What follows belongs to an exercise in optimizing a design on an open flow for small area, a short achievable clock period and few clock cycles; a production flow would make more cautious choices. Function was checked by simulation only, so behaviour that the tests miss may differ from the original. Power and IR drop assume default switching activity.

$ cat run.sh
#!/bin/bash
# synth_recipe.tcl (not shown) runs the flow's synth.tcl, then flattens the netlist and writes it again
# the make line also repeats each setting of config.mk as NAME=value (left out here)
make -C /OpenROAD-flow-scripts/flow DESIGN_CONFIG=/design/flow/config.mk WORK_HOME=/design/flow/orfs CLKGATE_MAP_FILE= SYNTH_SCRIPT=/design/flow/synth_recipe.tcl finish
$ cat constraint.sdc
create_clock -name core_clock -period 8.0 [get_ports {clock}]
set_input_delay 1.6000 -clock core_clock [delete_from_list [all_inputs] [get_ports {clock}]]
set_output_delay 1.6000 -clock core_clock [all_outputs]
set_load 0.01 [all_outputs]
$ cat design.v
module dpdr_ram #(
   parameter int N    = 1024,
   parameter int K    = 16,
   parameter int NWIN = 16,
   parameter int WOFF = 32
) (
   input  logic                    clock,
   input  logic [N/K/8-1:0]        wr_hi,        
   input  logic [7:0]              wr_lo,        
   input  logic [N/K/16-1:0]       rd_hi,        
   input  logic [15:0]             rd_lo,        
   input  logic [7:0]              wr_data,
   output logic [7:0]              tap_old,
   input  logic [$clog2(NWIN)-1:0] rd_win,
   output logic [63:0]             rd_data       
);
   localparam int NT = N / K;
   localparam int WS = N / NWIN;
   logic [8*N-1:0] ring;
   logic [8*N-1:0] ring_in;
   logic [7:0]     tap_q [NT];
   logic [7:0]     win_q [NWIN];
   logic [7:0]     rd_byte;
   logic [63:0]    rd_hist;
   always_comb begin
      ring_in = {ring[7:0], ring[8*N-1:8]};
      for (int j = 0; j < NT; j++) begin
         if (wr_hi[j/8] && wr_lo[j%8]) begin
            ring_in[8*((j*K+N-1)%N) +: 8] = ~(wr_data ^ {8{j[0]}});
         end else begin
            ring_in[8*((j*K+N-1)%N) +: 8] = ~ring[8*(j*K) +: 8];
         end
      end
   end
   always_ff @(posedge clock) begin
      ring <= ring_in;
   end
   always_comb begin
      for (int j = 0; j < NT; j++) tap_q[j] = ring[8*(j*K) +: 8];
      for (int i = 0; i < NWIN; i++) win_q[i] = ring[8*((WOFF+8+i*WS)%N) +: 8];
   end
   logic [7:0] tap_grp [NT/16];
   always_comb begin
      for (int h = 0; h < NT/16; h++) begin
         tap_grp[h] = '0;
         for (int l = 0; l < 16; l++) tap_grp[h] |= tap_q[16*h+l] & {8{rd_lo[l]}};
      end
      tap_old = '0;
      for (int h = 0; h < NT/16; h++) tap_old |= tap_grp[h] & {8{rd_hi[h]}};
   end
   localparam int RT0 = (WOFF + 8) / K + 1;
   logic rd_inv;
   always_comb begin
      rd_inv = 1'b0;
      for (int i = 0; i < NWIN; i++) begin
         if (rd_win == i) rd_inv = ((RT0 + i*WS/K) % 2 == 0);
      end
   end
   assign rd_byte = win_q[rd_win] ^ {8{rd_inv}};
   always_ff @(posedge clock) begin
      rd_hist <= {rd_byte, rd_hist[63:8]};
   end
   assign rd_data = rd_hist;
endmodule
module dirty_page_display_refresh_core
(
   input  logic                                clock,
   input  logic                                reset,
   input  logic                                req_valid,
   output logic                                req_stall,
   input  logic [7:0]                          req_byte,
   input  logic                                req_frame_start,
   output logic                                rsp_valid,
   input  logic                                rsp_stall,
   output logic                                rsp_is_data,
   output logic [63:0]                         rsp_payload,
   output logic [3:0]                          rsp_byte_count,
   output logic                                rsp_write_end,
   output logic                                rsp_last,
   input  logic                                csr_valid,
   output logic                                csr_ready,
   input  logic [1:0]                          csr_index,
   input  logic [7:0]                          csr_wdata
);
   localparam int N    = 1024;
   localparam int K    = 16;
   localparam int NWIN = 64;
   localparam int WOFF = 5;
   localparam int LK = $clog2(K);
   localparam int NT = N / K;
   localparam int LT = $clog2(NT);
   localparam int WS = N / NWIN;
   localparam int LS = $clog2(WS);
   localparam int LW = $clog2(NWIN);
   logic [7:0] cols_ff;     
   logic [3:0] pages_ff;    
   assign csr_ready = 1'b1;
   always_ff @(posedge clock) begin
      if (reset) begin
         cols_ff <= 8'd128;
         pages_ff <= 4'd8;
      end else if (csr_valid) begin
         if (csr_index == 2'd0) begin
            if (csr_wdata == 8'd0) cols_ff <= 8'd1;
            else if (csr_wdata > 8'd128) cols_ff <= 8'd128;
            else cols_ff <= csr_wdata;
         end else if (csr_index == 2'd1) begin
            if (csr_wdata[3:0] == 4'd0) pages_ff <= 4'd1;
            else if (csr_wdata[3:0] > 4'd8) pages_ff <= 4'd8;
            else pages_ff <= csr_wdata[3:0];
         end
      end
   end
   logic [9:0] t_ff;
   always_ff @(posedge clock) begin
      if (reset) t_ff <= '0;
      else t_ff <= t_ff + 10'd1;
   end
   logic [NT/8-1:0] ram_wr_hi;
   logic [7:0]     ram_wr_lo;
   logic [NT/16-1:0] ram_rd_hi;
   logic [15:0]    ram_rd_lo;
   logic [7:0]     ram_wr_data;
   logic [7:0]     ram_old;
   logic [LW-1:0]  ram_rd_win;
   logic [63:0]    ram_rd_data;
   dpdr_ram #(.N(N), .K(K), .NWIN(NWIN), .WOFF(WOFF)) u_ring (
      .clock  (clock),
      .wr_hi  (ram_wr_hi),
      .wr_lo  (ram_wr_lo),
      .rd_hi  (ram_rd_hi),
      .rd_lo  (ram_rd_lo),
      .wr_data(ram_wr_data),
      .tap_old(ram_old),
      .rd_win (ram_rd_win),
      .rd_data(ram_rd_data)
   );
   logic       stall_ff;
   logic       take;
   assign req_stall = stall_ff;
   assign take = req_valid && !stall_ff;
   logic [6:0] col_ff;
   logic [2:0] page_ff;
   logic       first_ff;
   logic [6:0] p_col;
   logic [2:0] p_page;
   logic       p_end;
   logic       p_wrap;
   logic [9:0] p_slot;
   logic [9:0] slot_pos;
   logic [9:0] slot_zero;
   assign p_col  = req_frame_start ? 7'd0 : col_ff;
   assign p_page = req_frame_start ? 3'd0 : page_ff;
   assign p_end  = req_frame_start ? (cols_ff == 8'd1) : (({1'b0, col_ff} + 8'd1) >= cols_ff);
   assign p_wrap = req_frame_start ? (pages_ff == 4'd1) : (({1'b0, page_ff} + 4'd1) >= pages_ff);
   assign slot_pos = {page_ff, col_ff} - t_ff - 10'd1;
   assign slot_zero = 10'd0 - t_ff - 10'd1;
   assign p_slot = req_frame_start ? slot_zero : slot_pos;
   always_ff @(posedge clock) begin
      if (reset) begin
         col_ff <= '0;
         page_ff <= '0;
         first_ff <= 1'b1;
      end else if (take) begin
         if (p_end) begin
            col_ff <= '0;
            if (p_wrap) begin
               page_ff <= '0;
               first_ff <= 1'b0;
            end else begin
               page_ff <= p_page + 3'd1;
            end
         end else begin
            col_ff <= p_col + 7'd1;
            page_ff <= p_page;
         end
      end
   end
   logic       q_valid [2];
   logic [7:0] q_byte  [2];
   logic [9:0] q_slot  [2];
   logic [2:0] q_page  [2];
   logic       q_end   [2];
   logic       q_fs    [2];
   logic       q_first [2];
   logic            q_go;      
   logic [NT/16-1:0] q_tap_hi;  
   logic [15:0]     q_tap_lo;
   logic [NT/8-1:0] q_wr_hi;   
   logic [7:0]      q_wr_lo;
   logic            q0_al_next;
   logic            q0_go_next;
   logic [7:0]      pend_next;
   logic [7:0] pend_ff;      
   logic       w_go;
   logic       q0_from_1;
   logic       q0_from_in;
   logic       q1_from_in;
   logic       q0_valid_next;
   logic       q1_valid_next;
   logic [9:0] q0_slot_next;
   logic [9:0] q1_slot_next;
   logic [2:0] q0_page_next;
   assign w_go = q_go;
   assign q0_go_next = q0_valid_next && q0_al_next
                       && !(pend_ff[q0_page_next] || (w_go && q_end[0] && (q_page[0] == q0_page_next)));
   always_comb begin
      q0_from_1 = 1'b0;
      q0_from_in = 1'b0;
      q1_from_in = 1'b0;
      if (!q_valid[0] || w_go) begin
         if (q_valid[1]) begin
            q0_from_1 = 1'b1;
            q1_from_in = take;
         end else begin
            q0_from_in = take;
         end
      end else begin
         q1_from_in = take;
      end
      q0_valid_next = q0_from_1 || q0_from_in || (q_valid[0] && !w_go);
      q1_valid_next = q1_from_in || (q_valid[1] && !q0_from_1);
      if (q0_from_1) begin
         q0_slot_next = q_slot[1] - 10'd1;
         q0_al_next = (q_slot[1][LK-1:0] == LK'(1));
      end else if (q0_from_in) begin
         q0_slot_next = p_slot;
         q0_al_next = req_frame_start ? (t_ff[LK-1:0] == '1)
                                      : (col_ff[LK-1:0] == t_ff[LK-1:0] + LK'(1));
      end else begin
         q0_slot_next = q_slot[0] - 10'd1;
         q0_al_next = (q_slot[0][LK-1:0] == LK'(1));
      end
      if (q1_from_in) q1_slot_next = p_slot;
      else q1_slot_next = q_slot[1] - 10'd1;
      if (q0_from_1) q0_page_next = q_page[1];
      else if (q0_from_in) q0_page_next = p_page;
      else q0_page_next = q_page[0];
   end
   always_ff @(posedge clock) begin
      if (reset) begin
         q_valid[0] <= 1'b0;
         q_valid[1] <= 1'b0;
         q_go <= 1'b0;
         stall_ff <= 1'b0;
      end else begin
         q_valid[0] <= q0_valid_next;
         q_valid[1] <= q1_valid_next;
         q_go <= q0_go_next;
         stall_ff <= q1_valid_next;
      end
   end
   always_ff @(posedge clock) begin
      q_slot[0] <= q0_slot_next;
      q_slot[1] <= q1_slot_next;
      for (int h = 0; h < NT/8; h++) begin
         q_wr_hi[h] <= q0_go_next && (q0_slot_next[9:LK+3] == (LT-3)'(h));
      end
      for (int h = 0; h < NT/16; h++) q_tap_hi[h] <= (q0_slot_next[9:LK+4] == (LT-4)'(h));
      for (int l = 0; l < 16; l++) q_tap_lo[l] <= (q0_slot_next[LK+3:LK] == 4'(l));
      for (int l = 0; l < 8; l++) begin
         q_wr_lo[l] <= q0_go_next && (q0_slot_next[LK+2:LK] == 3'(l));
      end
      if (q0_from_1) begin
         q_byte[0] <= q_byte[1];
         q_page[0] <= q_page[1];
         q_end[0] <= q_end[1];
         q_fs[0] <= q_fs[1];
         q_first[0] <= q_first[1];
      end else if (q0_from_in) begin
         q_byte[0] <= req_byte;
         q_page[0] <= p_page;
         q_end[0] <= p_end;
         q_fs[0] <= req_frame_start;
         q_first[0] <= first_ff;
      end
      if (q1_from_in) begin
         q_byte[1] <= req_byte;
         q_page[1] <= p_page;
         q_end[1] <= p_end;
         q_fs[1] <= req_frame_start;
         q_first[1] <= first_ff;
      end
   end
   assign ram_wr_hi = q_wr_hi;
   assign ram_wr_lo = q_wr_lo;
   assign ram_rd_hi = q_tap_hi;
   assign ram_rd_lo = q_tap_lo;
   assign ram_wr_data = q_byte[0];
   logic       d_valid;
   logic [7:0] d_old;       
   logic       d_inv;
   logic [7:0] d_new;
   logic [2:0] d_page;
   logic       d_end;
   logic       d_fs;
   logic       d_first;
   logic       changed_ff;
   logic       d_ch;
   logic       d_send;
   assign d_ch = (!d_fs && changed_ff) || ((d_old ^ {8{d_inv}}) != d_new);
   assign d_send = d_valid && d_end && (d_ch || d_first);
   always_ff @(posedge clock) begin
      if (reset) begin
         d_valid <= 1'b0;
         changed_ff <= 1'b0;
      end else begin
         d_valid <= w_go;
         if (d_valid) changed_ff <= d_end ? 1'b0 : d_ch;
      end
   end
   always_ff @(posedge clock) begin
      d_old <= ram_old;
      d_inv <= q_slot[0][LK];
      d_new <= q_byte[0];
      d_page <= q_page[0];
      d_end <= q_end[0];
      d_fs <= q_fs[0];
      d_first <= q_first[0];
   end
   logic [2:0] sq [8];
   logic [2:0] sq_rd;
   logic [2:0] sq_wr;
   logic [3:0] sq_count;
   logic       sq_pop;
   always_ff @(posedge clock) begin
      if (reset) begin
         sq_rd <= '0;
         sq_wr <= '0;
         sq_count <= '0;
      end else begin
         if (d_send) sq_wr <= sq_wr + 3'd1;
         if (sq_pop) sq_rd <= sq_rd + 3'd1;
         sq_count <= sq_count + 4'(d_send) - 4'(sq_pop);
      end
   end
   always_ff @(posedge clock) begin
      if (d_send) sq[sq_wr] <= d_page;
   end
   logic          r_act;
   logic          r_init;     
   logic [2:0]    r_page;
   logic [1:0]    r_step;     
   logic [3:0]    r_word;
   logic [9:0]    r_slot;
   logic          r_match;
   logic [LW-1:0] r_win;
   logic [LW-1:0] r_win_next;
   logic [2:0]    r_age;      
   logic [2:0]    r_age_next;
   logic [3:0]    r_count;
   logic          r_final;
   logic          r_done;
   logic        out_free;
   logic        load;
   logic        adv;
   logic [9:0]  r_slot_next;
   logic [3:0]  r_word_next;
   logic [7:0]  r_rem_next;
   logic [9:0]  r_slot_new;
   logic [9:0]  r_slot_adv;
   logic [9:0]  r_slot_dec;
   logic [63:0] r_data;
   logic        rsp_valid_ff;
   logic        o_is_data;
   logic [63:0] o_payload;
   logic [3:0]  o_count;
   logic        o_wend;
   logic        o_last;
   assign out_free = !rsp_valid_ff || !rsp_stall;
   assign load = out_free && r_act && ((r_step != 2'd3) || r_match);
   assign adv = load && (r_step == 2'd3);
   assign r_done = adv && r_final;
   assign sq_pop = (!r_act || r_done) && (sq_count != 4'd0);
   assign r_slot_new = {r_page, 7'd0} - t_ff - 10'd1;
   assign r_slot_adv = r_slot + 10'd7;
   assign r_slot_dec = r_slot - 10'd1;
   logic [LW-1:0] win_n, win_d;
   logic          match_n, match_d;
   logic [7:0]    rem_n, rem_a, rem_d;
   assign win_n = LW'((r_slot_new - 10'(WOFF)) >> LS);
   assign win_d = LW'((r_slot_dec - 10'(WOFF)) >> LS);
   assign match_n = (r_slot_new[LS-1:0] == LS'(WOFF));
   assign match_d = (r_slot_dec[LS-1:0] == LS'(WOFF));
   assign rem_n = cols_ff;
   assign rem_a = cols_ff - {1'b0, r_word + 4'd1, 3'd0};
   assign rem_d = cols_ff - {1'b0, r_word, 3'd0};
   logic          r_match_next;
   logic          r_same_next;
   always_comb begin
      if (r_init) begin
         r_slot_next = r_slot_new;
         r_word_next = 4'd0;
         r_win_next = win_n;
         r_match_next = match_n;
         r_rem_next = rem_n;
         r_same_next = (win_n == r_win);
      end else if (adv) begin
         r_slot_next = r_slot_adv;
         r_word_next = r_word + 4'd1;
         r_win_next = r_win;
         r_match_next = 1'b0;
         r_rem_next = rem_a;
         r_same_next = 1'b1;
      end else begin
         r_slot_next = r_slot_dec;
         r_word_next = r_word;
         r_win_next = win_d;
         r_match_next = match_d;
         r_rem_next = rem_d;
         r_same_next = (win_d == r_win);
      end
   end
   assign r_age_next = !r_same_next ? 3'd0 : ((r_age == 3'd7) ? 3'd7 : r_age + 3'd1);
   always_ff @(posedge clock) begin
      if (reset) begin
         r_act <= 1'b0;
         r_init <= 1'b0;
         r_step <= '0;
         r_age <= '0;
      end else begin
         r_init <= sq_pop;
         r_age <= r_age_next;
         if (sq_pop) begin
            r_act <= 1'b1;
            r_step <= 2'd0;
         end else if (r_done) begin
            r_act <= 1'b0;
         end else if (load && (r_step != 2'd3)) begin
            r_step <= r_step + 2'd1;
         end
      end
   end
   always_ff @(posedge clock) begin
      if (sq_pop) r_page <= sq[sq_rd];
      r_word <= r_word_next;
      r_slot <= r_slot_next;
      r_match <= r_match_next && (r_age == 3'd7);
      r_win <= r_win_next;
      r_final <= r_rem_next <= 8'd8;
      r_count <= (r_rem_next <= 8'd8) ? r_rem_next[3:0] : 4'd8;
   end
   always_comb begin
      r_data = '0;
      for (int i = 0; i < 8; i++) begin
         if (4'(i) < r_count) r_data[8*i +: 8] = ram_rd_data[8*i +: 8];
      end
   end
   assign ram_rd_win = r_win;
   always_comb begin
      for (int i = 0; i < 8; i++) begin
         if (w_go && q_end[0] && (q_page[0] == 3'(i))) begin
            pend_next[i] = 1'b1;
         end else if (d_valid && d_end && !d_send && (d_page == 3'(i))) begin
            pend_next[i] = 1'b0;
         end else if (r_done && (r_page == 3'(i))) begin
            pend_next[i] = 1'b0;
         end else begin
            pend_next[i] = pend_ff[i];
         end
      end
   end
   always_ff @(posedge clock) begin
      if (reset) pend_ff <= '0;
      else pend_ff <= pend_next;
   end
   always_ff @(posedge clock) begin
      if (reset) begin
         rsp_valid_ff <= 1'b0;
         o_is_data <= 1'b0;
         o_payload <= '0;
         o_count <= '0;
         o_wend <= 1'b0;
         o_last <= 1'b0;
      end else if (out_free) begin
         rsp_valid_ff <= load;
         if (load) begin
            o_is_data <= (r_step == 2'd3);
            case (r_step)
               2'd0: o_payload <= {56'd0, 8'hB0 + {5'd0, r_page}};
               2'd1: o_payload <= 64'h00;
               2'd2: o_payload <= 64'h10;
               default: o_payload <= r_data;
            endcase
            o_count <= (r_step == 2'd3) ? r_count : 4'd1;
            o_wend <= (r_step != 2'd3) || r_final || (r_word[2:0] == 3'd7);
            o_last <= (r_step == 2'd3) && r_final;
         end
      end
   end
   assign rsp_valid = rsp_valid_ff;
   assign rsp_is_data = o_is_data;
   assign rsp_payload = o_payload;
   assign rsp_byte_count = o_count;
   assign rsp_write_end = o_wend;
   assign rsp_last = o_last;
endmodule
$ cat config.mk
export PLATFORM = sky130hd
export DESIGN_NAME = dirty_page_display_refresh_core
export DESIGN_NICKNAME = dirty_page_display_refresh_core
export VERILOG_FILES = /design/flow/design.v
export SDC_FILE = /design/flow/constraint.sdc
export NUM_CORES = 8
export LEC_CHECK = 0
export ABC_CLOCK_PERIOD_IN_PS = 3000
export CAP_MARGIN = 20
export CORE_ASPECT_RATIO = 2
export CORE_MARGIN = 2
export CORE_UTILIZATION = 60
export CTS_BUF_LIST = sky130_fd_sc_hd__clkbuf_16
export CTS_CLUSTER_DIAMETER = 60
export CTS_CLUSTER_SIZE = 24
export PLACE_DENSITY = 0.7
export SETUP_SLACK_MARGIN = 5
export SLEW_MARGIN = 20
export SYNTH_MEMORY_MAX_BITS = 16384
==> flow_metrics.env, run 1 <==
export IMPL_synth_most_common_cell="dfxtp_1"
export IMPL_cp_data_required_time_ns=8.91
export IMPL_ys_types=86
export IMPL_synth_nets=11550
export IMPL_rsz0062_at_grt="true"
export IMPL_status="timing/DRC/antenna clean"
export IMPL_grt_max_degree=91
export IMPL_relSlewSlack_pct=15.76
export IMPL_cts_made_buffers=410
export IMPL_fin_crit_ns=3.192
export IMPL_yosysTopAreaCell="dfxtp_1"
export IMPL_path_class="reg -> reg"
export IMPL_dr_pass1_iters=6
export IMPL_crit_arrival_ns=4.11
export IMPL_final_layout_size_suffix_gt1_share_pct=8.919
export IMPL_routedWlPerCell_microns=31.92
export IMPL_ir_worst_vdd_mv=0.3158
export IMPL_cts_max_path_buffers=4
export IMPL_setup_viol=0
export IMPL_fin_setup_tns_ns=0
export IMPL_wirelength_microns=517700
export IMPL_cp_end_kind="flip-flop"
export IMPL_postCtsHoldBufs=0
export IMPL_place_congestion=0.9787
export IMPL_yosys_top_cells_count="dfxtp_1 (8,493), nor2_1 (519), a22oi_1 (416), a21oi_1 (348), mux2i_1 (279)"
export IMPL_route_detailed_drc=0
export IMPL_synth_top_area_share_pct=89.53
export IMPL_async_flop_share_pct=0
export IMPL_power_leakage_nw=85.10
export IMPL_die_w_microns=401.8
export IMPL_slew_violations=0
export IMPL_cts_tree="built"
export IMPL_area_growth_pct=10.38
export IMPL_r2r_slack_ns=4.81
export IMPL_grt_pass1_vias=84100
export IMPL_synth_area_leaders="dfxtp_1 (90%), a22oi_1 (1.6%), mux2i_1 (1.5%)"
export IMPL_hpwl_microns=368500
export IMPL_min_path_cells=0
export IMPL_hold_viol=0
export IMPL_fin_crit_sh_pct=39.90
export IMPL_die_y_microns=799.6
export IMPL_synth_seq_cells=8551
export IMPL_grt_util_all_layers_pct=31.97
export IMPL_synth_edf_count=58
export IMPL_max_slew_worst_pin_slew_ns=1.262
export IMPL_yosys_warnings=12
export IMPL_coreArea_sq_mm=0.3157
export IMPL_ios=98
export IMPL_ant_nets=0
export IMPL_path_cells="buf_4 -> nand2b_1 -> buf_8 -> nor2_1 -> buf_4 -> a22oi_2 -> nand4_1 -> nor4_2 -> nand3_4 -> o21ai_0 -> xnor2_1"
export IMPL_synthFlopType="dfxtp_1"
export IMPL_rr_startpoint="r_win[4]"
export IMPL_dieArea_sq_mm=0.3213
export IMPL_slowest_stage="edfxtp_1"
export IMPL_worst_slack_ns=4.808
export IMPL_crit_reg2reg_capture="u_ring.rd_hist[57]"
export IMPL_num_rows=292
export IMPL_h_tree_depth=5
export IMPL_place_port_buffers=96
export IMPL_hold_class="reg -> reg"
export IMPL_syn_instance_count=11470
export IMPL_start_util_pct=60.16
export IMPL_cp_max_fo=16
export IMPL_synth_area_sq_mm=0.1899
export IMPL_skew_ns=0.07529
export IMPL_grt_pass1_wl_microns=687500
export IMPL_grt_ovfl_total=0
export IMPL_crit_top_cell="buf_4"
export IMPL_antenna_found_initial=74
export IMPL_seq_area_frac_synth_pct=90.44
export IMPL_pre_cts_ws_ns=2.764
export IMPL_nets=12060
export IMPL_worst_path_largest_cell_delay_ns=0.54
export IMPL_max_freq_mhz=313.2
export IMPL_clkLatencyLatePin_ns=1.03
export IMPL_hold_end="u_ring.ring[152]"
export IMPL_p_per_area_mw_per_mm2=332.0
export IMPL_max_cap_violations=0
export IMPL_reg2reg_depth=11
export IMPL_syn_area_per_cell_sq_um=16.56
export IMPL_cts_root_buf="clkbuf_16"
export IMPL_clk_pin_slew_ns=0.09
export IMPL_min_delay_start="u_ring.ring[160]"
export IMPL_clock_sinks=8551
export IMPL_crit_path_start_kind="flip-flop"
export IMPL_num_vias=84260
export IMPL_drt_iter0_drc=6827
export IMPL_viasPerCell=5.195
[logic make-up (layout without fill, tap and decap cells)]
kind of cell | Yosys count | in the layout | share of synthesized area (%)
DFF | 8551 | 8551 | 90.44
and+or+nand+nor | 1085 | 1086 | 2.631
AOI/OAI and AO/OA | 1081 | 1081 | 3.848
buffers and inverters | 297 | 862 | 0.5962
muxes | 292 | 292 | 1.595
xor gates and xnor gates | 102 | 102 | 0.5000
adders and majority gates | 56 | 56 | 0.3848
other | 1 | 73 | 0.001975
[per-layer routing]
layer / vias up / track usage [%] / share of wire (%) / wire [microns]
met5: - / 0 / 0.013 / 68
met3: 1325 / 5.064 / 4.7 / 24550
met4: 10 / 28.12 / 11 / 54790
li1: 38220 / - / - / -
met2: 3034 / 54.97 / 49 / 255500
met1: 41670 / 34.15 / 35 / 182800
[worst max-delay path: cells and delay by family, from the launching register on]
family / cells / cell delay (ns)
simple gates: 5 / 1.14
buf+inv: 3 / 0.66
compound gates: 2 / 0.56
flops: 1 / 0.54
xor+xnor: 1 / 0.17
[state kept, by name, summed over array words and instances, names as in the netlist, 7 cells and up]
signal	cells
col_ff	7
cols_ff	8
d_new	8
d_old	8
o_payload	64
pend_ff	8
q_byte	16
q_slot	20
q_tap_lo	16
q_wr_hi	8
q_wr_lo	8
r_slot	10
sq	24
t_ff	10
u_ring.rd_hist	64
u_ring.ring	8192
[power by group]
part	switching, mW	internal [mW]	total (mW)
Clock	12.6	9.44	22.1
Sequential	0.629	43.0	43.6
Combinational	2.64	1.29	3.93
[stage by stage]
step           std cells  utilization [%]  power [mW]  hold WS, ns  cell area, sq um
2_1_floorplan      11470                -       45.96       0.3096            190100
3_3_place_gp       15590            62.23       48.01       0.3095            196500
3_5_place_dp       15590            62.24       48.01       0.3121            196500
4_1_cts            16110            66.15       69.68       0.2715            208800
5_1_grt            16180            66.37       71.44       0.2746            209500
6_report           16220            66.41       69.59       0.2602            209600
[cell type report]
type,instances,area [sq um]
flip-flops and latches,8551,172000
fillers,21230,106000
multi-input cells,2618,18000
clock buffers,416,10410
well taps,4116,5150
repair buffers,336,3087
clock inverters,48,604.3
inverters,62,240.2
diodes,72,180.2
[cell usage in the layout (no fill, tap or decap), types with 15 or more instances in the layout]
cell type	count
a21oi_1	338
a221oi_1	77
a22o_1	77
a22oi_1	391
a22oi_2	25
buf_4	211
buf_6	88
clkbuf_16	416
clkdlybuf4s50_1	19
dfxtp_1	8389
dfxtp_2	79
dfxtp_4	25
diode_2	72
edfxtp_1	58
ha_1	45
inv_1	67
mux2i_1	274
nand2_1	190
nand3_1	73
nand4_1	95
nor2_1	487
nor2_2	20
nor2b_1	16
nor3_1	29
nor3b_1	15
o21ai_0	64
xnor2_1	56
xor2_1	37
[worst max-delay path by stage]
stage	start	end	slack (ns)	cells after the start
final	r_win[4]	u_ring.rd_hist[57]	4.81	11
after global routing	o_payload[53]	rsp_payload[53]	4.83	1
after CTS	o_payload[55]	rsp_payload[55]	4.84	1
after detailed placement	rsp_stall	sq_count[2]	2.76	13
after global placement	rsp_stall	sq_count[2]	2.76	13
after floorplan	rsp_stall	r_count[0]	4.06	15
[repair_timing]
item,4_1_cts,5_1_grt
setup endpoints to repair,227,153
gates resized for setup,652,82
pin swaps,32,31
cloned,2,0
buffers inserted,56,34
Testbench counts, summed over its fixed seeds: cycles 49,905.
==> run 2, diff against run 1 <==
--- a/config.mk
+++ b/config.mk
@@ -11,8 +11,8 @@
 export CORE_MARGIN = 2
 export CORE_UTILIZATION = 60
 export CTS_BUF_LIST = sky130_fd_sc_hd__clkbuf_16
-export CTS_CLUSTER_DIAMETER = 60
-export CTS_CLUSTER_SIZE = 24
+export CTS_CLUSTER_DIAMETER = 70
+export CTS_CLUSTER_SIZE = 26
 export PLACE_DENSITY = 0.7
 export SETUP_SLACK_MARGIN = 5
 export SLEW_MARGIN = 20
==> flow_metrics.env, run 2 <==
export IMPL_status="timing/DRC/antenna clean"
export IMPL_crit_top_cell="nand4_1"
export IMPL_cts_made_buffers=377
export IMPL_grt_util_all_layers_pct=31.79
export IMPL_die_w_microns=401.8
export IMPL_wirelength_microns=515900
export IMPL_grt_ovfl_total=0
export IMPL_relSlewSlack_pct=14.60
export IMPL_setup_viol=0
export IMPL_fin_crit_sh_pct=40.67
export IMPL_antenna_found_initial=74
export IMPL_rsz0062_at_grt="true"
export IMPL_grt_max_degree=91
export IMPL_synth_seq_cells=8551
export IMPL_place_congestion=0.9787
export IMPL_max_cap_violations=0
export IMPL_drt_iter0_drc=6578
export IMPL_reg2reg_depth=5
export IMPL_worst_path_buf_inv=1
export IMPL_totalPowerFinal_mw=68.62
export IMPL_cp_end_kind="flip-flop"
export IMPL_fin_setup_tns_ns=0
export IMPL_crit_reg2reg_capture="d_old[3]"
export IMPL_clk_pin_slew_ns=0.11
export IMPL_path_cells="buf_4 -> a22oi_1 -> nand4_1 -> o21ai_0 -> nand4_1"
export IMPL_clkLatencyLatePin_ns=1.00
export IMPL_route_detailed_drc=0
export IMPL_num_rows=292
export IMPL_coreArea_sq_mm=0.3157
export IMPL_final_common_cell="dfxtp_1"
export IMPL_r2r_slack_ns=4.75
export IMPL_critical_path_top_delay_family="compound AO/OA/AOI/OAI gates"
export IMPL_ir_worst_vdd_mv=0.3031
export IMPL_slew_violations=0
export IMPL_viasPerCell=5.189
export IMPL_crit_path_start_kind="flip-flop"
export IMPL_largest_register_ffs=8192
export IMPL_synth_edf_count=58
export IMPL_synth_nets=11550
export IMPL_h_tree_depth=5
export IMPL_hpwl_microns=368500
export IMPL_skew_ns=0.07680
export IMPL_rr_startpoint="q_tap_lo[1]"
export IMPL_nets=12030
export IMPL_fin_crit_ns=3.254
export IMPL_min_delay_start="u_ring.ring[1611]"
export IMPL_cp_data_required_time_ns=8.61
export IMPL_power_leakage_nw=84.66
export IMPL_cp_max_fo=19
export IMPL_yosys_top_cells_count="dfxtp_1 (8,493), nor2_1 (519), a22oi_1 (416), a21oi_1 (348), mux2i_1 (279)"
export IMPL_cts_root_buf="clkbuf_16"
export IMPL_syn_instance_count=11470
export IMPL_synth_top_area_share_pct=89.53
export IMPL_synthFlopType="dfxtp_1"
export IMPL_grt_pass1_wl_microns=683300
export IMPL_async_flop_share_pct=0
export IMPL_cts_max_path_buffers=4
export IMPL_p_per_area_mw_per_mm2=328.7
export IMPL_ios=98
export IMPL_finalNonFillerCells=16190
export IMPL_num_vias=83980
export IMPL_yosysTopAreaCell="dfxtp_1"
export IMPL_top_register="u_ring.ring"
export IMPL_syn_area_per_cell_sq_um=16.56
export IMPL_max_slew_worst_pin_slew_ns=1.279
export IMPL_seq_area_frac_synth_pct=90.44
export IMPL_die_y_microns=799.6
export IMPL_path_depth=5
export IMPL_grt_pass1_vias=83710
export IMPL_reg_largest_list="u_ring.ring: 8192 flops, o_payload: 64 flops, u_ring.rd_hist: 64 flops"
export IMPL_synth_most_common_cell="dfxtp_1"
export IMPL_dr_pass1_iters=9
export IMPL_yosys_warnings=12
export IMPL_dieArea_sq_mm=0.3213
export IMPL_worst_path_largest_cell_delay_ns=0.75
export IMPL_place_inst=15590
export IMPL_ant_nets=0
export IMPL_cts_tree="built"
export IMPL_path_class="reg -> reg"
export IMPL_final_layout_size_suffix_gt1_share_pct=8.622
export IMPL_area_growth_pct=9.907
export IMPL_hold_viol=0
export IMPL_synth_area_leaders="dfxtp_1 (90%), a22oi_1 (1.6%), mux2i_1 (1.5%)"
export IMPL_postCtsHoldBufs=0
export IMPL_place_port_buffers=96
export IMPL_max_freq_mhz=307.3
export IMPL_crit_arrival_ns=3.87
export IMPL_clock_sinks=8551
export IMPL_min_path_cells=0
export IMPL_mostFrequentLayoutCells="dfxtp_1 (8,388), nor2_1 (486), a22oi_1 (394)"
export IMPL_routedWlPerCell_microns=31.87
export IMPL_slowest_stage="o21ai_0"
export IMPL_synth_area_sq_mm=0.1899
export IMPL_hold_class="reg -> reg"
export IMPL_start_util_pct=60.16
export IMPL_hold_end="u_ring.ring[1603]"
export IMPL_ys_types=86
==> run 2: repair_timing <==
item	4_1_cts	5_1_grt
setup endpoints to repair	226	150
cloned	2	0
resized for setup	648	82
pin swaps	32	31
setup buffers	56	39
==> run 2: cell type report <==
cell class                 count  area [sq um]
clock buffer                 384          9609
multi-input combinational   2618         17970
antenna                       76         190.2
timing repair buffer         342          3126
fill                       21350        106900
sequential                  8551        172000
clock inverter                36         484.2
inverter                      62         240.2
tap                         4116          5150
==> run 2: stage by stage <==
step / area (sq um) / utilization [%] / worst slack, ns / hold WS, ns
floorplan: 190100 / - / 4.056 / 0.3096
global placement: 196500 / 62.23 / 2.763 / 0.3095
detailed placement: 196500 / 62.24 / 2.764 / 0.3121
CTS: 207800 / 65.84 / 4.849 / 0.2641
global route: 208600 / 66.10 / 4.840 / 0.2753
finish: 208700 / 66.12 / 4.746 / 0.2563
==> run 2: kinds of logic (layout without fill, tap and decap cells) <==
logic type,after synthesis,after routing,share of synthesized area (%)
adder cells (fa/ha/maj),56,56,0.3848
other,1,77,0.001975
AND/OR/NAND/NOR,1085,1086,2.631
AO/OA/AOI/OAI,1081,1081,3.848
flip-flops,8551,8551,90.44
multiplexers,292,292,1.595
XOR/XNOR,102,102,0.5000
buffers and inverters,297,824,0.5962
==> run 2: how the worst max path moves through the flow <==
stage,startpoint,to,slack (ns)
finish,q_tap_lo[1],d_old[3],4.75
global route,o_payload[43],rsp_payload[43],4.84
CTS,o_payload[45],rsp_payload[45],4.85
detailed placement,rsp_stall,sq_count[2],2.76
global placement,rsp_stall,sq_count[2],2.76
floorplan,rsp_stall,r_count[0],4.06
==> run 2: power breakdown <==
group	switching, mW	internal (mW)
sequential	0.634	43.0
clock	12.3	8.76
combinational	2.65	1.30
==> run 2: per-layer routing <==
metal	vias up	GRT usage (%)	share of wire, %
met3	1261	5.242	4.8
met2	2879	54.29	49
met4	14	29.29	11
li1	38140	-	-
met1	41690	33.60	35
met5	-	0	0.023
==> run 3, diff against run 2 <==
--- a/design.v
+++ b/design.v
@@ -202,8 +202,7 @@
    logic [9:0] q1_slot_next;
    logic [2:0] q0_page_next;
    assign w_go = q_go;
-   assign q0_go_next = q0_valid_next && q0_al_next
-                       && !(pend_ff[q0_page_next] || (w_go && q_end[0] && (q_page[0] == q0_page_next)));
+   assign q0_go_next = q0_valid_next && q0_al_next && !pend_next[q0_page_next];
    always_comb begin
       q0_from_1 = 1'b0;
       q0_from_in = 1'b0;
@@ -375,12 +374,14 @@
    assign r_slot_new = {r_page, 7'd0} - t_ff - 10'd1;
    assign r_slot_adv = r_slot + 10'd7;
    assign r_slot_dec = r_slot - 10'd1;
-   logic [LW-1:0] win_n, win_d;
-   logic          match_n, match_d;
+   logic [LW-1:0] win_n, win_a, win_d;
+   logic          match_n, match_a, match_d;
    logic [7:0]    rem_n, rem_a, rem_d;
    assign win_n = LW'((r_slot_new - 10'(WOFF)) >> LS);
+   assign win_a = LW'((r_slot_adv - 10'(WOFF)) >> LS);
    assign win_d = LW'((r_slot_dec - 10'(WOFF)) >> LS);
    assign match_n = (r_slot_new[LS-1:0] == LS'(WOFF));
+   assign match_a = (r_slot_adv[LS-1:0] == LS'(WOFF));
    assign match_d = (r_slot_dec[LS-1:0] == LS'(WOFF));
    assign rem_n = cols_ff;
    assign rem_a = cols_ff - {1'b0, r_word + 4'd1, 3'd0};
@@ -398,10 +399,10 @@
       end else if (adv) begin
          r_slot_next = r_slot_adv;
          r_word_next = r_word + 4'd1;
-         r_win_next = r_win;
-         r_match_next = 1'b0;
+         r_win_next = win_a;
+         r_match_next = match_a;
          r_rem_next = rem_a;
-         r_same_next = 1'b1;
+         r_same_next = (win_a == r_win);
       end else begin
          r_slot_next = r_slot_dec;
          r_word_next = r_word;
--- a/config.mk
+++ b/config.mk
@@ -11,8 +11,8 @@
 export CORE_MARGIN = 2
 export CORE_UTILIZATION = 60
 export CTS_BUF_LIST = sky130_fd_sc_hd__clkbuf_16
-export CTS_CLUSTER_DIAMETER = 70
-export CTS_CLUSTER_SIZE = 26
+export CTS_CLUSTER_DIAMETER = 80
+export CTS_CLUSTER_SIZE = 30
 export PLACE_DENSITY = 0.7
 export SETUP_SLACK_MARGIN = 5
 export SLEW_MARGIN = 20
==> flow_metrics.env, run 3 <==
export IMPL_clock_sinks=8551
export IMPL_switching_share_pct=22.67
export IMPL_area_growth_pct=9.847
export IMPL_rsz0062_at_grt="true"
export IMPL_max_freq_mhz=325.5
export IMPL_routedWlPerCell_microns=31.10
export IMPL_route_detailed_drc=0
export IMPL_crit_path_start_kind="flip-flop"
export IMPL_synth_seq_cells=8551
export IMPL_skew_ns=0.07664
export IMPL_syn_area_per_cell_sq_um=16.63
export IMPL_fin_setup_tns_ns=0
export IMPL_switching_power_mw=15.26
export IMPL_ys_types=88
export IMPL_mostFrequentLayoutCells="dfxtp_1 (8,378), nor2_1 (453), a22oi_1 (399)"
export IMPL_synth_area_sq_mm=0.1894
export IMPL_grt_util_all_layers_pct=30.96
export IMPL_grt_pass1_vias=83200
export IMPL_slowest_stage="dfxtp_2"
export IMPL_ant_nets=0
export IMPL_cts_tree="built"
export IMPL_antenna_found_initial=88
export IMPL_cp_data_required_time_ns=6.40
export IMPL_grt_pass1_wl_microns=667900
export IMPL_cts_root_buf="clkbuf_16"
export IMPL_status="timing/DRC/antenna clean"
export IMPL_async_flop_share_pct=0
export IMPL_synthFlopType="dfxtp_1"
export IMPL_seqPwrFrac_pct=64.8
export IMPL_hpwl_microns=367900
export IMPL_top_register="u_ring.ring"
export IMPL_crit_arrival_ns=1.47
export IMPL_max_slew_worst_pin_slew_ns=1.274
export IMPL_place_port_buffers=96
export IMPL_p_per_area_mw_per_mm2=323.7
export IMPL_nets=11950
export IMPL_wirelength_microns=500700
export IMPL_synth_edf_count=52
export IMPL_crit_reg2reg_capture="d_old[4]"
export IMPL_h_tree_depth=5
export IMPL_place_congestion=1.021
export IMPL_viasPerCell=5.150
export IMPL_cts_made_buffers=332
export IMPL_cp_end_kind="primary output"
export IMPL_fin_crit_sh_pct=38.41
export IMPL_fin_crit_ns=3.073
export IMPL_start_util_pct=60.34
export IMPL_cts_max_path_buffers=4
export IMPL_hold_class="reg -> reg"
export IMPL_n_fill_cell=21410
export IMPL_min_path_cells=0
export IMPL_min_delay_start="u_ring.ring[4576]"
export IMPL_largest_register_ffs=8192
export IMPL_reg2reg_depth=6
export IMPL_worst_path_largest_cell_delay_ns=0.36
export IMPL_ir_worst_vdd_mv=0.2980
export IMPL_seq_area_frac_synth_pct=90.66
export IMPL_num_vias=82910
export IMPL_relSlewSlack_pct=14.86
export IMPL_dr_pass1_iters=6
export IMPL_yosysTopAreaCell="dfxtp_1"
export IMPL_die_w_microns=401.3
export IMPL_yosys_warnings=12
export IMPL_drt_iter0_drc=6636
export IMPL_grt_max_degree=71
export IMPL_die_y_microns=798.5
export IMPL_num_rows=291
export IMPL_pre_cts_ws_ns=2.303
export IMPL_worst_path_buf_inv=1
export IMPL_synth_top_area_share_pct=89.84
export IMPL_p_comb_share_pct=5.7
export IMPL_syn_instance_count=11390
export IMPL_clkLatencyLatePin_ns=0.98
export IMPL_p_clk_share_pct=29.5
export IMPL_path_cells="buf_6"
export IMPL_ios=98
export IMPL_dieArea_sq_mm=0.3204
export IMPL_reg_largest_list="u_ring.ring: 8192 flops, o_payload: 64 flops, u_ring.rd_hist: 64 flops"
export IMPL_critical_path_top_delay_family="flip-flops"
export IMPL_max_cap_violations=0
export IMPL_worst_slack_ns=4.927
export IMPL_power_leakage_nw=84.18
export IMPL_rr_startpoint="q_tap_lo[14]"
export IMPL_slew_violations=0
export IMPL_synth_most_common_cell="dfxtp_1"
export IMPL_final_layout_size_suffix_gt1_share_pct=9.481
export IMPL_grt_ovfl_total=0
export IMPL_p_int_mw=52.08
export IMPL_hold_viol=0
export IMPL_synth_area_leaders="dfxtp_1 (90%), a22oi_1 (1.7%), mux2i_1 (1.5%)"
export IMPL_final_common_cell="dfxtp_1"
export IMPL_hold_end="u_ring.ring[4568]"
export IMPL_setup_viol=0
export IMPL_coreArea_sq_mm=0.3139
export IMPL_clk_pin_slew_ns=0.11
export IMPL_r2r_slack_ns=4.93
export IMPL_yosys_top_cells_count="dfxtp_1 (8,499), nor2_1 (510), a22oi_1 (418), a21oi_1 (330), mux2i_1 (275)"
export IMPL_synth_nets=11470
export IMPL_cp_max_fo=2
export IMPL_path_class="reg -> out"
export IMPL_path_depth=1
[run 3: changes by cell type after synthesis, moves of 9 or more]
cell,change
a21oi_1,-18
nand2_1,-17
nand4_1,-10
nor2_1,-9
nor3_1,+10
o21ai_0,-13
xor2_1,-14
[run 3: area by class of cell]
cell class              count  area, sq um  share of cell area (%)
multi-input cells        2553        18120                   8.712
clock buffers             334         8358                   4.018
repair buffers            377         3342                   1.606
well taps                4102         5132                   2.467
inverters                  62        260.3                  0.1251
flip-flops and latches   8551       171900                   82.65
clock inverters            42        684.4                  0.3290
diodes                     80        200.2                 0.09623
[run 3: kinds of logic after synthesis]
family                   share of synthesized area (%)
buffers and inverters                           0.5840
AND/OR/NAND/NOR                                  2.600
flip-flops                                       90.66
adder cells (fa/ha/maj)                         0.3660
XOR/XNOR                                        0.3653
other                                         0.001980
multiplexers                                     1.549
AO/OA/AOI/OAI                                    3.871
[run 3: what timing repair did]
action,CTS,global route
gates cloned,3,0
endpoints found under the setup margin,235,132
pin swaps,61,61
hold buffers,0,0
resized for setup,718,110
endpoints found under the hold margin,0,0
buffers inserted,97,41
[run 3: power groups by stage]
stage / logic [mW] / clock network, mW / registers [mW]
2_1_floorplan: 1.80 / 0 / 44.1
3_3_place_gp: 3.27 / 0 / 44.6
3_5_place_dp: 3.28 / 0 / 44.6
4_1_cts: 3.64 / 20.2 / 43.6
5_1_grt: 3.95 / 21.6 / 43.7
6_report: 3.84 / 19.8 / 43.7
[run 3: metrics by stage]
stage / utilization [%] / cells / area (sq um) / hold WS [ns] / total power, mW
2_1_floorplan: - / 11390 / 189600 / 0.3096 / 45.93
3_3_place_gp: 62.44 / 15500 / 196000 / 0.3095 / 47.84
3_5_place_dp: 62.46 / 15500 / 196000 / 0.3121 / 47.86
4_1_cts: 65.95 / 15980 / 207000 / 0.2879 / 67.44
5_1_grt: 66.26 / 16070 / 208000 / 0.2928 / 69.20
6_report: 66.28 / 16100 / 208000 / 0.2883 / 67.34
[run 3: routing by layer]
layer / GRT usage (%) / routed length (microns)
met1: 32.87 / 176800
met2: 54.03 / 250100
met3: 5.006 / 23860
met4: 25.78 / 49700
met5: 0 / 179
[run 3: how the worst max path moves through the flow]
stage                                  to  slack (ns)          start
after floorplan                r_count[0]        4.38      rsp_stall
after global placement         q_wr_hi[5]        2.30      req_valid
after detailed placement       q_wr_hi[1]        2.30      req_valid
after CTS                 rsp_payload[43]        4.88  o_payload[43]
after global routing           q_wr_hi[1]        4.85        t_ff[0]
final                     rsp_payload[35]        4.93  o_payload[35]
Testbench counts of run 3, summed over its fixed seeds: cycles 49,905.
==> run 4, diff against run 3 <==
--- a/design.v
+++ b/design.v
@@ -1,18 +1,21 @@
 module dpdr_ram #(
    parameter int N    = 1024,
    parameter int K    = 16,
-   parameter int NWIN = 16,
-   parameter int WOFF = 32
+   parameter int NWIN = 64,
+   parameter int WOFF = 5
 ) (
-   input  logic                    clock,
-   input  logic [N/K/8-1:0]        wr_hi,        
-   input  logic [7:0]              wr_lo,        
-   input  logic [N/K/16-1:0]       rd_hi,        
-   input  logic [15:0]             rd_lo,        
-   input  logic [7:0]              wr_data,
-   output logic [7:0]              tap_old,
-   input  logic [$clog2(NWIN)-1:0] rd_win,
-   output logic [63:0]             rd_data       
+   input  logic                 clock,
+   input  logic [N/K/8-1:0]     wr_hi,      
+   input  logic [7:0]           wr_lo,      
+   input  logic [7:0]           wr_data,
+   input  logic [N/K/16-1:0]    cmp_hi,     
+   input  logic [15:0]          cmp_lo,     
+   input  logic [7:0]           cmp_byte,
+   output logic [N/K/16-1:0]    cmp_diff,
+   input  logic [NWIN/16-1:0]   rd_hi,      
+   input  logic [15:0]          rd_lo,      
+   input  logic                 rd_inv,
+   output logic [63:0]          rd_data
 );
    localparam int NT = N / K;
    localparam int WS = N / NWIN;
@@ -43,22 +46,21 @@
    always_comb begin
       for (int h = 0; h < NT/16; h++) begin
          tap_grp[h] = '0;
-         for (int l = 0; l < 16; l++) tap_grp[h] |= tap_q[16*h+l] & {8{rd_lo[l]}};
+         for (int l = 0; l < 16; l++) tap_grp[h] |= tap_q[16*h+l] & {8{cmp_lo[l]}};
+         cmp_diff[h] = cmp_hi[h] && ((tap_grp[h] ^ cmp_byte) != 8'd0);
       end
-      tap_old = '0;
-      for (int h = 0; h < NT/16; h++) tap_old |= tap_grp[h] & {8{rd_hi[h]}};
    end
-   localparam int RT0 = (WOFF + 8) / K + 1;
-   logic rd_inv;
+   logic [7:0] win_grp [NWIN/16];
    always_comb begin
-      rd_inv = 1'b0;
-      for (int i = 0; i < NWIN; i++) begin
-         if (rd_win == i) rd_inv = ((RT0 + i*WS/K) % 2 == 0);
+      rd_byte = '0;
+      for (int h = 0; h < NWIN/16; h++) begin
+         win_grp[h] = '0;
+         for (int l = 0; l < 16; l++) win_grp[h] |= win_q[16*h+l] & {8{rd_lo[l]}};
+         rd_byte |= win_grp[h] & {8{rd_hi[h]}};
       end
    end
-   assign rd_byte = win_q[rd_win] ^ {8{rd_inv}};
    always_ff @(posedge clock) begin
-      rd_hist <= {rd_byte, rd_hist[63:8]};
+      rd_hist <= {rd_byte ^ {8{rd_inv}}, rd_hist[63:8]};
    end
    assign rd_data = rd_hist;
 endmodule
@@ -92,6 +94,7 @@
    localparam int WS = N / NWIN;
    localparam int LS = $clog2(WS);
    localparam int LW = $clog2(NWIN);
+   localparam int RT0 = (WOFF + 8) / K + 1;
    logic [7:0] cols_ff;     
    logic [3:0] pages_ff;    
    assign csr_ready = 1'b1;
@@ -121,19 +124,25 @@
    logic [NT/16-1:0] ram_rd_hi;
    logic [15:0]    ram_rd_lo;
    logic [7:0]     ram_wr_data;
-   logic [7:0]     ram_old;
-   logic [LW-1:0]  ram_rd_win;
+   logic [3:0]     ram_cmp_diff;
+   logic [7:0]     ram_cmp_byte;
+   logic [NWIN/16-1:0] r_rd_hi;    
+   logic [15:0]    r_rd_lo;
+   logic           r_rd_inv;   
    logic [63:0]    ram_rd_data;
    dpdr_ram #(.N(N), .K(K), .NWIN(NWIN), .WOFF(WOFF)) u_ring (
-      .clock  (clock),
-      .wr_hi  (ram_wr_hi),
-      .wr_lo  (ram_wr_lo),
-      .rd_hi  (ram_rd_hi),
-      .rd_lo  (ram_rd_lo),
-      .wr_data(ram_wr_data),
-      .tap_old(ram_old),
-      .rd_win (ram_rd_win),
-      .rd_data(ram_rd_data)
+      .clock   (clock),
+      .wr_hi   (ram_wr_hi),
+      .wr_lo   (ram_wr_lo),
+      .wr_data (ram_wr_data),
+      .cmp_hi  (ram_rd_hi),
+      .cmp_lo  (ram_rd_lo),
+      .cmp_byte(ram_cmp_byte),
+      .cmp_diff(ram_cmp_diff),
+      .rd_hi   (r_rd_hi),
+      .rd_lo   (r_rd_lo),
+      .rd_inv  (r_rd_inv),
+      .rd_data (ram_rd_data)
    );
    logic       stall_ff;
    logic       take;
@@ -202,7 +211,8 @@
    logic [9:0] q1_slot_next;
    logic [2:0] q0_page_next;
    assign w_go = q_go;
-   assign q0_go_next = q0_valid_next && q0_al_next && !pend_next[q0_page_next];
+   assign q0_go_next = q0_valid_next && q0_al_next
+                       && !(pend_ff[q0_page_next] || (w_go && q_end[0] && (q_page[0] == q0_page_next)));
    always_comb begin
       q0_from_1 = 1'b0;
       q0_from_in = 1'b0;
@@ -286,10 +296,9 @@
    assign ram_rd_hi = q_tap_hi;
    assign ram_rd_lo = q_tap_lo;
    assign ram_wr_data = q_byte[0];
+   assign ram_cmp_byte = q_byte[0] ^ {8{q_slot[0][LK]}};
    logic       d_valid;
-   logic [7:0] d_old;       
-   logic       d_inv;
-   logic [7:0] d_new;
+   logic [3:0] d_diff;      
    logic [2:0] d_page;
    logic       d_end;
    logic       d_fs;
@@ -297,7 +306,7 @@
    logic       changed_ff;
    logic       d_ch;
    logic       d_send;
-   assign d_ch = (!d_fs && changed_ff) || ((d_old ^ {8{d_inv}}) != d_new);
+   assign d_ch = (!d_fs && changed_ff) || (d_diff != 4'd0);
    assign d_send = d_valid && d_end && (d_ch || d_first);
    always_ff @(posedge clock) begin
       if (reset) begin
@@ -309,9 +318,7 @@
       end
    end
    always_ff @(posedge clock) begin
-      d_old <= ram_old;
-      d_inv <= q_slot[0][LK];
-      d_new <= q_byte[0];
+      d_diff <= ram_cmp_diff;
       d_page <= q_page[0];
       d_end <= q_end[0];
       d_fs <= q_fs[0];
@@ -355,7 +362,6 @@
    logic        adv;
    logic [9:0]  r_slot_next;
    logic [3:0]  r_word_next;
-   logic [7:0]  r_rem_next;
    logic [9:0]  r_slot_new;
    logic [9:0]  r_slot_adv;
    logic [9:0]  r_slot_dec;
@@ -374,41 +380,52 @@
    assign r_slot_new = {r_page, 7'd0} - t_ff - 10'd1;
    assign r_slot_adv = r_slot + 10'd7;
    assign r_slot_dec = r_slot - 10'd1;
-   logic [LW-1:0] win_n, win_a, win_d;
-   logic          match_n, match_a, match_d;
+   logic [LW-1:0] win_n, win_d;
+   logic          match_n, match_d;
    logic [7:0]    rem_n, rem_a, rem_d;
+   logic          fin_n, fin_a, fin_d;
+   logic [3:0]    cnt_n, cnt_a, cnt_d;
    assign win_n = LW'((r_slot_new - 10'(WOFF)) >> LS);
-   assign win_a = LW'((r_slot_adv - 10'(WOFF)) >> LS);
    assign win_d = LW'((r_slot_dec - 10'(WOFF)) >> LS);
    assign match_n = (r_slot_new[LS-1:0] == LS'(WOFF));
-   assign match_a = (r_slot_adv[LS-1:0] == LS'(WOFF));
    assign match_d = (r_slot_dec[LS-1:0] == LS'(WOFF));
    assign rem_n = cols_ff;
    assign rem_a = cols_ff - {1'b0, r_word + 4'd1, 3'd0};
    assign rem_d = cols_ff - {1'b0, r_word, 3'd0};
+   assign fin_n = rem_n <= 8'd8;
+   assign fin_a = rem_a <= 8'd8;
+   assign fin_d = rem_d <= 8'd8;
+   assign cnt_n = fin_n ? rem_n[3:0] : 4'd8;
+   assign cnt_a = fin_a ? rem_a[3:0] : 4'd8;
+   assign cnt_d = fin_d ? rem_d[3:0] : 4'd8;
    logic          r_match_next;
    logic          r_same_next;
+   logic          r_final_next;
+   logic [3:0]    r_count_next;
    always_comb begin
       if (r_init) begin
          r_slot_next = r_slot_new;
          r_word_next = 4'd0;
          r_win_next = win_n;
          r_match_next = match_n;
-         r_rem_next = rem_n;
+         r_final_next = fin_n;
+         r_count_next = cnt_n;
          r_same_next = (win_n == r_win);
       end else if (adv) begin
          r_slot_next = r_slot_adv;
          r_word_next = r_word + 4'd1;
-         r_win_next = win_a;
-         r_match_next = match_a;
-         r_rem_next = rem_a;
-         r_same_next = (win_a == r_win);
+         r_win_next = r_win;
+         r_match_next = 1'b0;
+         r_final_next = fin_a;
+         r_count_next = cnt_a;
+         r_same_next = 1'b1;
       end else begin
          r_slot_next = r_slot_dec;
          r_word_next = r_word;
          r_win_next = win_d;
          r_match_next = match_d;
-         r_rem_next = rem_d;
+         r_final_next = fin_d;
+         r_count_next = cnt_d;
          r_same_next = (win_d == r_win);
       end
    end
@@ -438,8 +455,11 @@
       r_slot <= r_slot_next;
       r_match <= r_match_next && (r_age == 3'd7);
       r_win <= r_win_next;
-      r_final <= r_rem_next <= 8'd8;
-      r_count <= (r_rem_next <= 8'd8) ? r_rem_next[3:0] : 4'd8;
+      r_final <= r_final_next;
+      r_count <= r_count_next;
+      for (int l = 0; l < 16; l++) r_rd_lo[l] <= (r_win_next[3:0] == 4'(l));
+      for (int h = 0; h < NWIN/16; h++) r_rd_hi[h] <= (r_win_next[LW-1:4] == (LW-4)'(h));
+      r_rd_inv <= ((RT0 + int'(r_win_next) * (WS/K)) % 2 == 0);
    end
    always_comb begin
       r_data = '0;
@@ -447,7 +467,6 @@
          if (4'(i) < r_count) r_data[8*i +: 8] = ram_rd_data[8*i +: 8];
       end
    end
-   assign ram_rd_win = r_win;
    always_comb begin
       for (int i = 0; i < 8; i++) begin
          if (w_go && q_end[0] && (q_page[0] == 3'(i))) begin
--- a/config.mk
+++ b/config.mk
@@ -11,8 +11,8 @@
 export CORE_MARGIN = 2
 export CORE_UTILIZATION = 60
 export CTS_BUF_LIST = sky130_fd_sc_hd__clkbuf_16
-export CTS_CLUSTER_DIAMETER = 80
-export CTS_CLUSTER_SIZE = 30
+export CTS_CLUSTER_DIAMETER = 70
+export CTS_CLUSTER_SIZE = 26
 export PLACE_DENSITY = 0.7
 export SETUP_SLACK_MARGIN = 5
 export SLEW_MARGIN = 20
==> flow_metrics.env, run 4 <==
export IMPL_status="timing/DRC/antenna clean"
export IMPL_synthMuxAreaShare_pct=1.571
export IMPL_setup_viol=0
export IMPL_hold_class="reg -> reg"
export IMPL_route_detailed_drc=0
export IMPL_finalNonFillerCells=15960
export IMPL_synth_top_family_by_area="compound AO/OA/AOI/OAI gates"
export IMPL_clock_sinks=8558
export IMPL_clkLatencyLatePin_ns=0.94
export IMPL_start_util_pct=60.25
export IMPL_dr_pass1_iters=10
export IMPL_synthFlopType="dfxtp_1"
export IMPL_ff_latch_area_sq_mm=0.1720
export IMPL_fin_setup_tns_ns=0
export IMPL_nets=11880
export IMPL_cts_tree="built"
export IMPL_synth_top_area_share_pct=89.53
export IMPL_area_growth_pct=9.255
export IMPL_yosys_top_cells_count="dfxtp_1 (8,506), nor2_1 (450), a21oi_1 (329), mux2i_1 (276), a221oi_1 (257)"
export IMPL_viasPerCell=5.102
export IMPL_async_flop_share_pct=0
export IMPL_synth_area_leaders="dfxtp_1 (90%), mux2i_1 (1.5%), a221oi_1 (1.2%)"
export IMPL_place_congestion=0.8809
export IMPL_max_slew_worst_pin_slew_ns=1.208
export IMPL_switching_power_mw=15.52
export IMPL_hold_viol=0
export IMPL_crit_arrival_ns=3.88
export IMPL_skew_ns=0.06450
export IMPL_totalPowerFinal_mw=68.70
export IMPL_drt_iter0_drc=6504
export IMPL_num_vias=81430
export IMPL_ir_worst_vdd_mv=0.2062
export IMPL_max_cap_violations=0
export IMPL_reg_largest_list="u_ring.ring: 8192 flops, o_payload: 64 flops, u_ring.rd_hist: 64 flops"
export IMPL_synth_adder_area_share_pct=0.4210
export IMPL_synth_nets=11480
export IMPL_fin_crit_ns=3.072
export IMPL_cp_end_kind="flip-flop"
export IMPL_p_clk_share_pct=30.0
export IMPL_h_tree_depth=5
export IMPL_switching_share_pct=22.59
export IMPL_place_port_buffers=96
export IMPL_seq_area_frac_synth_pct=90.35
export IMPL_routedWlPerCell_microns=25.42
export IMPL_cp_data_required_time_ns=8.81
export IMPL_cts_max_path_buffers=4
export IMPL_max_freq_mhz=325.5
export IMPL_synth_edf_count=52
export IMPL_cp_max_fo=12
export IMPL_cts_made_buffers=372
export IMPL_ys_types=84
export IMPL_coreArea_sq_mm=0.3157
export IMPL_mostFrequentLayoutCells="dfxtp_1 (8,389), nor2_1 (444), clkbuf_16 (380)"
export IMPL_p_int_mw=53.18
export IMPL_clk_pin_slew_ns=0.10
export IMPL_yosys_area_share_simple_pct=2.250
export IMPL_relSlewSlack_pct=19.26
export IMPL_grt_max_degree=78
export IMPL_grt_pass1_vias=82520
export IMPL_crit_path_start_kind="flip-flop"
export IMPL_top_register="u_ring.ring"
export IMPL_hpwl_microns=254000
export IMPL_grt_util_all_layers_pct=24.93
export IMPL_synth_seq_cells=8558
export IMPL_synth_area_sq_mm=0.1902
export IMPL_largest_register_ffs=8192
export IMPL_multiInputGateArea_sq_mm=0.01763
export IMPL_grt_pass1_wl_microns=572000
export IMPL_syn_instance_count=11390
export IMPL_wirelength_microns=405700
export IMPL_grt_ovfl_total=0
export IMPL_yosys_warnings=13
export IMPL_p_per_area_mw_per_mm2=330.6
export IMPL_synth_xor_area_share_pct=0.6750
export IMPL_seqPwrFrac_pct=63.9
export IMPL_die_y_microns=800.2
export IMPL_p_comb_share_pct=6.1
export IMPL_n_fill_cell=21030
export IMPL_synth_most_common_cell="dfxtp_1"
export IMPL_final_layout_size_suffix_gt1_share_pct=7.753
export IMPL_fin_crit_sh_pct=38.40
export IMPL_holdWs_ns=0.2730
export IMPL_ios=98
export IMPL_path_class="reg -> reg"
export IMPL_synth_compound_area_share_pct=4.043
export IMPL_rsz0062_at_grt="true"
export IMPL_syn_area_per_cell_sq_um=16.70
export IMPL_antenna_found_initial=29
export IMPL_ant_nets=0
export IMPL_dieArea_sq_mm=0.3218
export IMPL_slew_violations=0
export IMPL_power_leakage_nw=84.46
export IMPL_die_w_microns=402.1
export IMPL_yosysTopAreaCell="dfxtp_1"
export IMPL_num_rows=292
export IMPL_place_inst=15460
export IMPL_final_common_cell="dfxtp_1"
export IMPL_cts_root_buf="clkbuf_16"
==> run 4: metrics by stage <==
step / utilization [%] / setup WS [ns] / instance area [sq um]
floorplan: - / 4.297 / 190500
global placement: 62.25 / 2.809 / 196500
detailed placement: 62.31 / 2.920 / 196700
CTS: 65.71 / 4.881 / 207400
global route: 65.82 / 4.911 / 207800
finish: 65.83 / 4.928 / 207800
==> run 4: timing repair <==
action,in CTS,in global routing
pin swaps,18,21
hold buffers,0,0
gates cloned,2,1
gates resized for setup,575,41
setup buffers,48,22
setup endpoints to repair,244,144
==> run 4: kinds of logic after synthesis <==
kind of cell,count (synthesis)
other cells,1
fa+ha+maj,61
buf+inv,340
flops,8558
simple gates,939
mux,290
xor+xnor,145
compound gates,1057
==> run 4: layout make-up <==
| class | count | share of cell area [%] |
|---|---|---|
| diodes | 17 | 0.02047 |
| clock buffers | 380 | 4.576 |
| multi-input cells | 2495 | 8.486 |
| inverters | 61 | 0.1150 |
| clock inverters | 28 | 0.1120 |
| flip-flops and latches | 8558 | 82.79 |
| repair buffers | 306 | 1.421 |
| well taps | 4116 | 2.478 |
==> run 4: path summary, 6_finish.rpt <==
path	startpoint	slack, ns	depth (start not counted)	endpoint
setup / recovery	q_tap_lo[8]	4.93	7	d_diff[1]
hold / removal	u_ring.ring[1336]	0.27	0	u_ring.ring[1328]
setup reg to reg	q_tap_lo[8]	4.93	7	d_diff[1]
hold reg to reg	u_ring.ring[1336]	0.27	0	u_ring.ring[1328]
==> run 4: critical path: stages, from the launching register on <==
cell	delay, ns
dfxtp_4	0.54
buf_6	0.31
a22o_1	0.22
a221oi_1	0.22
nand4_1	0.52
xnor2_2	0.34
nor4_4	0.63
a21boi_1	0.15
==> run 4: power by group through the flow <==
stage	combinational, mW	sequential, mW	clock [mW]
final	4.21	43.9	20.6
after global routing	4.32	43.9	22.4
after CTS	4.05	43.9	21.0
after detailed placement	3.85	44.9	0
after global placement	3.76	44.9	0
after floorplan	2.15	44.4	0
==> run 4: per-layer routing <==
layer  routed length [microns]  track usage [%]  up-vias
met4                     30190            16.12        8
met5                        69                0        -
li1                          -                -    37650
met2                    195700            42.13     2578
met1                    157900            29.64    40130
met3                     21850            3.984     1061
Testbench counts of run 4, summed over its fixed seeds: cycles 49,905.

==> static timing again, ports no longer ideal <==
Ports are ideal in the flow. The routed layouts listed here were re-timed in OpenROAD.
Step 1 assumes that a clkbuf_16 drives the clock port and a buf_2 every other input.
Step 2 also shifts input and output timing later by t, the mid clock arrival at the registers, as if the neighbouring blocks saw the same clock.
Three values: ideal ports, drivers, drivers and shift; two values: the first two.
run | t, ns | slack for setup (ns) | worst hold slack (ns)
run 1 | 1.089 | 4.808 / 4.773 / 3.888 | 0.260 / 0.260 / 0.260
run 2 | 1.064 | 4.746 / 4.746 / 3.887 | 0.256 / 0.256 / 0.256
run 3 | 1.040 | 4.927 / 4.824 / 3.948 | 0.288 / 0.288 / 0.288
run 4 | 1.021 | 4.928 / 4.864 / 4.141 | 0.273 / 0.273 / 0.273
After both steps setup and hold are still met in every run listed. The setup slack of run 3, which loses most, moves by -0.103 ns with the drivers and by -0.979 ns with both steps.
